What follows belongs to an exercise in optimizing a design on an open flow for small area; a production flow would make more cautious choices.
RTL that was checked went through simulation tests only; none was proved equivalent to the original.
Power is estimated from default activity; no workload was simulated. No driver is modelled on the clock port, so clocking that relies on it looks cheaper here than on a real chip.

Setup of the reference run:
Design rv_pipeline_top, start of the top module:
module rv_pipeline_top (
  input  logic          clk,
  input  logic          reset,
  input  rv_pkg::word_t instr,
  input  rv_pkg::word_t read_data,
  output rv_pkg::word_t pc,
  output logic          mem_write,
  output rv_pkg::word_t data_addr,
  output rv_pkg::word_t write_data
);
export LEC_CHECK = 0
export CAP_MARGIN = 0
export CORE_MARGIN = 2
export CORE_UTILIZATION = 45
export CTS_BUF_LIST = sky130_fd_sc_hd__clkbuf_16
export CTS_CLUSTER_DIAMETER = 80
export CTS_CLUSTER_SIZE = 30
export PLACE_DENSITY = 0.55
export SLEW_MARGIN = 0
export SYNTH_HIERARCHICAL = 1
create_clock -name core_clock -period 10.0 [get_ports {clk}]
standard.sh (not shown) runs the stock make flow with config.mk's settings and CLKGATE_MAP_FILE= SYNTH_SCRIPT=/design/flow/synth_recipe.tcl, a recipe that flattens the netlist after the stock synthesis.
==> flow/flow/run.sh <==
#!/bin/bash
# The standard layout (standard.sh: standard synthesis, floorplan, place,
# CTS, route), with two changes: ports are buffered with buf_1 instead of the
# resizer's default pick, and CTS inserts no dummy loads.
set -o pipefail
export BUFFER_PORTS_ARGS="-buffer_cell sky130_fd_sc_hd__buf_1"
export CTS_ARGS="-sink_clustering_enable -repair_clock_nets -dont_use_dummy_load -buf_list sky130_fd_sc_hd__clkbuf_16 -sink_clustering_size 34 -sink_clustering_max_diameter 85"
bash standard.sh > standard.log 2>&1
Both conditions hold for the reference run: the flow ran to the end and the final layout passed the timing, DRC and antenna checks.
> inputs changed (the reference run -> the trial run)
diff --git a/flow/design.v b/flow/design.v
--- a/flow/design.v
+++ b/flow/design.v
@@ -129,12 +129,22 @@
     for (int i = 0; i < 8; i++) begin
       o[i] = x[i] ^ y[i] ^ k;
       k    = (x[i] & y[i]) | (x[i] & k) | (y[i] & k);
     end
     add8 = {k, o};
   endfunction
+  function automatic logic [4:0] add4(input logic [3:0] x, input logic [3:0] y, input logic c);
+    logic [3:0] o;
+    logic       k;
+    k = c;
+    for (int i = 0; i < 4; i++) begin
+      o[i] = x[i] ^ y[i] ^ k;
+      k    = (x[i] & y[i]) | (x[i] & k) | (y[i] & k);
+    end
+    add4 = {k, o};
+  endfunction
   logic last;
   assign last = ps && ph == 2'd3;
   logic [6:0] opc;
   logic [2:0] f3;
   logic [4:0] rs1, rs2, rd;
   logic [4:0] cf;
@@ -261,13 +271,17 @@
   end
   logic [7:0] ai, bi, sum;
   logic       cin, cout;
   assign ai  = a_c ^ {8{inv_a}};
   assign bi  = b_c ^ {8{inv_b}};
   assign cin = (ph == 2'd0) ? cin0 : cy_q;
-  assign {cout, sum} = add8(ai, bi, cin);
+  logic [4:0] lo_s, hi_s0, hi_s1;
+  assign lo_s  = add4(ai[3:0], bi[3:0], cin);
+  assign hi_s0 = add4(ai[7:4], bi[7:4], 1'b0);
+  assign hi_s1 = add4(ai[7:4], bi[7:4], 1'b1);
+  assign {cout, sum} = {lo_s[4] ? hi_s1 : hi_s0, lo_s[3:0]};
   logic eq_all, lts, ltu, taken, flag_d;
   assign eq_all = (ph == 2'd0 || eq_q) && sum == 8'd0;
   assign ltu    = ~cout;
   assign lts    = (a_c[7] != b_c[7]) ? a_c[7] : sum[7];
   always_comb begin
     case (f3)
[summary]
The trial run reports a lower area of the multi-input gates than the reference run does.
On the trial run: placeable core region is about 1.6% lower than what the reference run gave.
Both conditions hold for the trial run: the flow ran to the end and the final layout passed the timing, DRC and antenna checks.
Fraction of the cycle the final worst path needs for the trial run: 4.2 points down relative to the reference run
Worst hold slack after final layout essentially unchanged between the reference run and the trial run.
Lower remaining max-slew budget at the tightest pin goes to the trial run over the reference run.
Compared to the reference run, the trial run has mux share of post-synthesis cell area 0.16 points lower.
Compared with the reference run, in the trial run wire length of the first global-routing pass increased 0.63%; depth of the critical timing path with buffers and inverters included increased 2; clock insertion delay at the later pin of the skew report essentially unchanged; slack of the critical path increased 420 ps.

---

Starting RTL as in the previous note.
==> module reg_file, before the edit <==
module reg_file (
  input  logic       clk,
  input  logic [4:0] rs1,
  input  logic [4:0] rs2,
  input  logic [4:0] rd,
  input  logic       we,
  input  logic       clr,
  input  logic [7:0] wd,
  output logic [7:0] rs1_chunk,
  output logic [7:0] rs2_chunk
);
  logic [31:0] regs [32];
  assign regs[0] = '0;
  for (genvar i = 1; i < 32; i++) begin : g_reg
    logic wr;
    assign wr = clr || (we && rd == 5'(i));
    always_ff @(posedge clk) begin
      regs[i] <= {wr ? wd : regs[i][7:0], regs[i][31:8]};
    end
  end
  always_comb begin
    rs1_chunk = clr ? 8'd0 : regs[rs1][7:0];
    rs2_chunk = clr ? 8'd0 : regs[rs2][7:0];
  end
endmodule
clock: 10.0 ns
lec_check: 0
cap_margin: 0
core_margin: 2
core_utilization: 45
cts_buf_list: sky130_fd_sc_hd__clkbuf_16
cts_cluster_diameter: 80
cts_cluster_size: 30
place_density: 0.55
slew_margin: 0
synth_hierarchical: 1
==> flow/flow/run.sh <==
#!/bin/bash
# The standard layout (standard.sh: standard synthesis, floorplan, place,
# CTS, route), with two changes: ports are buffered with buf_1 instead of the
# resizer's default pick, and CTS inserts no dummy loads.
set -o pipefail
export BUFFER_PORTS_ARGS="-buffer_cell sky130_fd_sc_hd__buf_1"
export CTS_ARGS="-sink_clustering_enable -repair_clock_nets -dont_use_dummy_load -buf_list sky130_fd_sc_hd__clkbuf_16 -sink_clustering_size 30 -sink_clustering_max_diameter 80"
bash standard.sh > standard.log 2>&1
The starting point passed the timing, DRC and antenna checks.
Rerun with:
--- a/flow/design.v
+++ b/flow/design.v
@@ -80,13 +80,23 @@
   output logic [7:0] rs2_chunk
 );
   logic [31:0] regs [32];
   assign regs[0] = '0;
+  logic [7:0] wd_q;
+  logic [4:0] rd_q;
+  logic       we_q;
+  logic       clr_q;
+  always_ff @(posedge clk) begin
+    wd_q  <= wd;
+    rd_q  <= rd;
+    we_q  <= we;
+    clr_q <= clr;
+  end
   for (genvar i = 1; i < 32; i++) begin : g_reg
     logic wr;
-    assign wr = clr || (we && rd == 5'(i));
+    assign wr = clr_q || (we_q && rd_q == 5'(i));
     always_ff @(posedge clk) begin
-      regs[i] <= {wr ? wd : regs[i][7:0], regs[i][31:8]};
+      regs[i] <= {regs[i][7:0], wr ? wd_q : regs[i][31:24], regs[i][23:8]};
     end
   end
   always_comb begin
     rs1_chunk = clr ? 8'd0 : regs[rs1][7:0];
Result:
- The changed run completed without violations
- fmax rises by 3.7%
- worst setup slack improves by 320 ps
- design area increases by 3.0%
- cell count went up by 3.6%
- sequential power grows by about 2%
- via count rises by 6.2%
- area after synthesis grows by 4.1%
- power rose by 2.8%
- non-clock buffer count went down by 14
- synthesized cell count goes up by 6.1%
- combinational power came out higher by 32%
- critical path depth came out higher by 3
For the second run of this note, only the layout was checked, not whether the RTL still works.

---

rv_pipeline_top again, from the RTL that the note above started with.
Settings: LEC_CHECK=0, CAP_MARGIN=0, CORE_MARGIN=2, CORE_UTILIZATION=45, CTS_BUF_LIST=sky130_fd_sc_hd__clkbuf_16, CTS_CLUSTER_DIAMETER=80, CTS_CLUSTER_SIZE=30, PLACE_DENSITY=0.55, SLEW_MARGIN=0, SYNTH_HIERARCHICAL=1; clock period 10.0 ns.
run.sh (not shown) runs the stock make flow with config.mk's settings and CLKGATE_MAP_FILE= SYNTH_SCRIPT=/design/flow/synth_recipe.tcl, a recipe that flattens the netlist after the stock synthesis.
Stock flow here: none of the scripts above is used.
Next try:
--- a/flow/design.v
+++ b/flow/design.v
@@ -80,25 +80,29 @@
   output logic [7:0] rs2_chunk
 );
   logic [31:0] regs [32];
   assign regs[0] = '0;
   for (genvar i = 1; i < 32; i++) begin : g_reg
     logic wr;
     assign wr = clr || (we && rd == 5'(i));
     always_ff @(posedge clk) begin
       regs[i] <= {wr ? wd : regs[i][7:0], regs[i][31:8]};
     end
   end
+  logic [4:0] ra;
+  logic [4:0] rb;
+  assign ra = clr ? 5'd0 : rs1;
+  assign rb = clr ? 5'd0 : rs2;
   always_comb begin
-    rs1_chunk = clr ? 8'd0 : regs[rs1][7:0];
-    rs2_chunk = clr ? 8'd0 : regs[rs2][7:0];
+    rs1_chunk = regs[ra][7:0];
+    rs2_chunk = regs[rb][7:0];
   end
 endmodule
 `default_nettype wire
 `timescale 1ns/100ps
 `default_nettype none
 module rv_pipeline_top (
   input  logic          clk,
   input  logic          reset,
   input  rv_pkg::word_t instr,
   input  rv_pkg::word_t read_data,
   output rv_pkg::word_t pc,
@@ -310,41 +314,39 @@
       default: x = w[31:24];
     endcase
     if (c[2])
       zchunk = fill_hi ? {8{fbit}} : x;
     else
       zchunk = zero_lo ? 8'd0 : x;
   endfunction
   assign z_lo  = zchunk(c_lo, da_q, o_sll, o_srx, fill);
   assign z_hi  = zchunk(c_hi, da_q, o_sll, o_srx, fill);
   assign zw    = {z_hi, z_lo} >> sr[2:0];
   assign shres = zw[7:0];
-  logic [7:0] res_o;
-  logic       use_sum;
-  assign use_sum = !(k_shift || is_load || k_slt || k_mm || k_logic);
   always_comb begin
     if (k_shift)
-      res_o = shres;
+      res = shres;
     else if (is_load)
-      res_o = rd_c;
+      res = rd_c;
     else if (k_slt)
-      res_o = {7'd0, flag_q && ph == 2'd0};
+      res = {7'd0, flag_q && ph == 2'd0};
     else if (k_mm)
-      res_o = (flag_q ^ (c_max || c_maxu)) ? ra_c : rb_c;
+      res = (flag_q ^ (c_max || c_maxu)) ? ra_c : rb_c;
     else if (o_and || c_andn)
-      res_o = a_c & bi;
+      res = a_c & bi;
     else if (o_or || c_orn)
-      res_o = a_c | bi;
+      res = a_c | bi;
+    else if (o_xor || c_xnor)
+      res = a_c ^ bi;
     else
-      res_o = a_c ^ bi;
-    res = use_sum ? sum : res_o;
+      res = sum;
   end
   always_ff @(posedge clk) begin
     cy_q <= cout;
     eq_q <= eq_all;
     t_q  <= {t_in, t_q[31:8]};
     pcy_q <= pcout;
     if (!ps && ph == 2'd3) flag_q <= flag_d;
     if (!ps) da_q <= {sum, da_q[31:8]};
   end
   logic [31:0] imm_bj, off;
   logic [7:0]  off_c, nxt;
=> Fmax fell by 4.9%; power is about the same; combinational power rose by about 6%; first-iteration DRC count rose by 6.1%; design area rose by 0.64%; routed wire length fell by 3.2%; die area fell by 0.42%; clock-buffer cell count fell by 1; synthesized area fell by 0.42%; clock skew rose by 18 ps.

-- static timing again, ports no longer ideal --
The flow's constraints put no driver on any port. The routed layouts listed below were extracted and timed again, unchanged, in two steps. Step 1, drivers: a clkbuf_16 drives clk and a buf_2 each remaining input, both assumed. Step 2 adds t to the input delays and takes it off the output delays; t is the mean of the earliest and latest rising clock arrival at the registers after step 1. Input paths then give back, and output paths get back, about the clock's delay inside the block. a / b / c = ideal / step 1 / step 2; a / b = the first two.
run	t, ns	setup slack, ns	clock arrival spread, ns	cell pins on the clock port's net
the reference run	0.662	0.984 / 1.010 / 0.348	0.118 / 0.118	1
the trial run	0.651	1.405 / 1.392 / 0.741	0.120 / 0.120	1
the first run of note 2	0.646	0.944 / 0.972 / 0.325	0.083 / 0.083	1
the second run of note 2	0.674	1.266 / 1.296 / 0.622	0.107 / 0.107	1
the first run of note 3	0.697	1.099 / 1.128 / 0.431	0.051 / 0.050	1
the second run of note 3	0.685	0.636 / 0.656 / -0.029	0.057 / 0.057	1
With both steps, setup timing fails in the second run of note 3, where it was met with ideal ports. For the first run of note 3, which loses most, drivers alone change the setup slack by +0.029 ns; drivers and shift together by -0.668 ns.
